This is an optimization exercise on Yosys and OpenROAD, whose aim is small area, a short achievable clock period and few clock cycles per item, not a production implementation. No activity file was given, so power comes from the tool's default toggle rates.

Setup of run a:
==> flow/design.v (excerpt) <==
module bresenham_line_stepper_top #(
    parameter int COORD_BITS = 12
) (
    input  wire logic                               i_clk,
    input  wire logic                               i_rst_n,
    input  wire logic                               i_req_valid,
    output logic                                    o_req_ready,
    input  wire logic                               i_req_type,
    input  wire logic [COORD_BITS-1:0]              i_req_x_start,
    input  wire logic [COORD_BITS-1:0]              i_req_y_start,
    input  wire logic [COORD_BITS-1:0]              i_req_x_end,
    input  wire logic [COORD_BITS-1:0]              i_req_y_end,
    output logic                                    o_pix_valid,
    input  wire logic                               i_pix_ready,
    output logic                                    o_pix_pixel_valid,
    output logic [COORD_BITS-1:0]                   o_pix_pixel_x,
    output logic [COORD_BITS-1:0]                   o_pix_pixel_y,
    output logic                                    o_pix_in_image,
    output logic                                    o_pix_last_pixel,
    output logic [bls_pkg::COLOR_W-1:0]             o_pix_pixel_red,
    output logic [bls_pkg::COLOR_W-1:0]             o_pix_pixel_green,
    output logic [bls_pkg::COLOR_W-1:0]             o_pix_pixel_blue,
    input  wire logic                               i_cfg_we,
    input  wire logic [bls_pkg::CFG_IDX_W-1:0]      i_cfg_idx,
    input  wire logic [bls_pkg::CFG_DATA_W-1:0]     i_cfg_data
);
Size: roughly 1400 cells after synthesis, roughly 150 I/O pins, ~15000 sq um of cells after synthesis.
export LEC_CHECK = 0
export CAP_MARGIN = 20
export CORE_MARGIN = 2
export CORE_UTILIZATION = 40
export CTS_BUF_LIST = sky130_fd_sc_hd__clkbuf_8
export CTS_CLUSTER_DIAMETER = 60
export CTS_CLUSTER_SIZE = 12
export SLEW_MARGIN = 20
create_clock -name core_clock -period 20.0 [get_ports {i_clk}]
standard.sh (not shown) runs the stock make flow with config.mk's settings and CLKGATE_MAP_FILE= SYNTH_SCRIPT=/design/flow/synth_recipe.tcl, a recipe that flattens the netlist after the stock synthesis.
==> flow/flow/run.sh <==
#!/bin/bash
set -e
export BUFFER_PORTS_ARGS="-buffer_cell sky130_fd_sc_hd__buf_1"
export SETUP_SLACK_MARGIN=14.6
bash standard.sh > standard.log 2>&1
Having completed the whole flow, run a delivered a layout that passed the timing, DRC and antenna checks.
> inputs changed (run a -> run b)
--- a/flow/design.v
+++ b/flow/design.v
@@ -153,17 +153,16 @@
         if (cfg_en[1]) r_height <= cfg_h[bls_pkg::DIM_W-1:0];
         if (cfg_en[2]) r_red    <= cfg_pick(bls_pkg::RST_DRAW_RED);
         if (cfg_en[3]) r_green  <= cfg_pick(bls_pkg::RST_DRAW_GREEN);
         if (cfg_en[4]) r_blue   <= cfg_pick(bls_pkg::RST_DRAW_BLUE);
     end
     logic          r_q_valid;
     logic          r_q_type;
     logic [C-1:0]  r_q_x0, r_q_y0, r_q_x1, r_q_y1;
-    logic          r_q_in0, r_q_in1;    
     logic                r_l_pend;
     logic                r_l_pv;
     logic                r_l_last;
     logic                r_l_in;
     logic [C-1:0]        r_l_x, r_l_y;
     logic                r_l_steep;
     logic                r_l_down;
     logic [C-1:0]        r_l_n;
@@ -186,39 +185,36 @@
     assign active   = r_l_pv && !r_l_last;
     always_ff @(posedge i_clk) begin
         if (q_en) begin
             r_q_type <= i_req_type;
             r_q_x0   <= i_req_x_start;
             r_q_y0   <= i_req_y_start;
             r_q_x1   <= i_req_x_end;
             r_q_y1   <= i_req_y_end;
-            r_q_in0  <= ({1'b0, i_req_x_start} < r_width) && ({1'b0, i_req_y_start} < r_height);
-            r_q_in1  <= ({1'b0, i_req_x_end} < r_width) && ({1'b0, i_req_y_end} < r_height);
         end
     end
     logic [C:0]   ex, ey;
     logic         sx, sy;
     logic [C-1:0] adx, ady;
     logic [C:0]   diff;
     logic         s_steep;
     logic [C-1:0] s_x, s_y, s_da, s_db;
-    logic         s_last, s_in;
+    logic         s_last;
     always_comb begin
         ex      = {1'b0, r_q_x1} - {1'b0, r_q_x0};
         ey      = {1'b0, r_q_y1} - {1'b0, r_q_y0};
         sx      = ex[C];
         sy      = ey[C];
         adx     = absdiff(ex);
         ady     = absdiff(ey);
         diff    = {1'b0, ady} - {1'b0, adx};
         s_steep = !diff[C];
         s_x     = s_steep ? (sy ? r_q_x1 : r_q_x0) : (sx ? r_q_x1 : r_q_x0);
         s_y     = s_steep ? (sy ? r_q_y1 : r_q_y0) : (sx ? r_q_y1 : r_q_y0);
-        s_in    = s_steep ? (sy ? r_q_in1 : r_q_in0) : (sx ? r_q_in1 : r_q_in0);
         s_da    = s_steep ? ady : adx;
         s_db    = s_steep ? adx : ady;
         s_last  = (r_q_x0 == r_q_x1) && (r_q_y0 == r_q_y1);
     end
     logic         cond;
     logic         x_inc, x_dec, y_inc, y_dec;
     logic [C-1:0] t_x, t_y;
     logic [C:0]   t_f, c_f;
@@ -236,18 +232,17 @@
     end
     logic         n_pv;
     logic [C-1:0] n_x, n_y;
     logic         n_in;
     always_comb begin
         n_pv = is_start || active;
         n_x  = is_start ? s_x : active ? t_x : '0;
         n_y  = is_start ? s_y : active ? t_y : '0;
-        n_in = is_start ? s_in
-             : active && ({1'b0, t_x} < r_width) && ({1'b0, t_y} < r_height);
+        n_in = n_pv && ({1'b0, n_x} < r_width) && ({1'b0, n_y} < r_height);
     end
     logic q_valid_nx, l_pend_nx, o_valid_nx, o_pv_nx;
     always_comb begin
         q_valid_nx = q_en ? i_req_valid : r_q_valid;
         l_pend_nx  = r_l_pend ? !o_free : (push && !o_free);
         o_valid_nx = o_free ? (r_l_pend || push) : 1'b1;
         if (!i_rst_n) begin
             q_valid_nx = 1'b0;
==> comparison <==
Compared to run a, run b has power after layout 0.000025 W lower. In run b the post-cts repair resize count turned out about 80% higher than in run a. Min compound-cell area share of the yosys netlist across run b and run a: run a. Summary of run b over run a: synthesis-stage register bit count fell 2, clock tree buffer count of the final layout decreased by about 3.4% relative to the old numbers, post-route cell area now smaller, worst setup margin fell by 790 ps. The classification of the worst setup path comes out reg2out in one run and reg2reg in the other, namely in run a and run b respectively. Comparing run b and run a, the lower number of buffers inserted by post-CTS setup repair was measured on run a. Compared with run a, in run b final wirelength lost 15%, logic gate share of total power picked up an extra 3.2 points.
No functional check of the RTL was part of any run of this note.

[re-timing with driven ports]
The results above use ideal ports. As a check the final layouts listed here were re-extracted and re-timed, cells and wires unchanged. Step 1 (the two cells are an assumption about what drives the block):
set clk [get_ports {i_clk}]
set_driving_cell -lib_cell sky130_fd_sc_hd__clkbuf_16 $clk
set_driving_cell -lib_cell sky130_fd_sc_hd__buf_2 [delete_from_list [all_inputs] $clk]
Step 2, shift: input delay + t, output delay - t, t = (earliest + latest rising clock arrival at the registers) / 2. This alone moves slack from input paths to output paths. Three values: no drivers, after step 1, after step 2; two values: the first two.
run | t (ns) | setup WS [ns] | worst register clock-pin slew, ns
run a | 0.665 | 14.474 / 14.419 / 14.039 | 0.09 / 0.09
run b | 0.647 | 13.684 / 13.684 / 13.684 | 0.10 / 0.10
After both steps every run listed still meets setup and hold. The setup slack of run a, which loses most, moves by -0.055 ns with the drivers and by -0.435 ns with both steps.
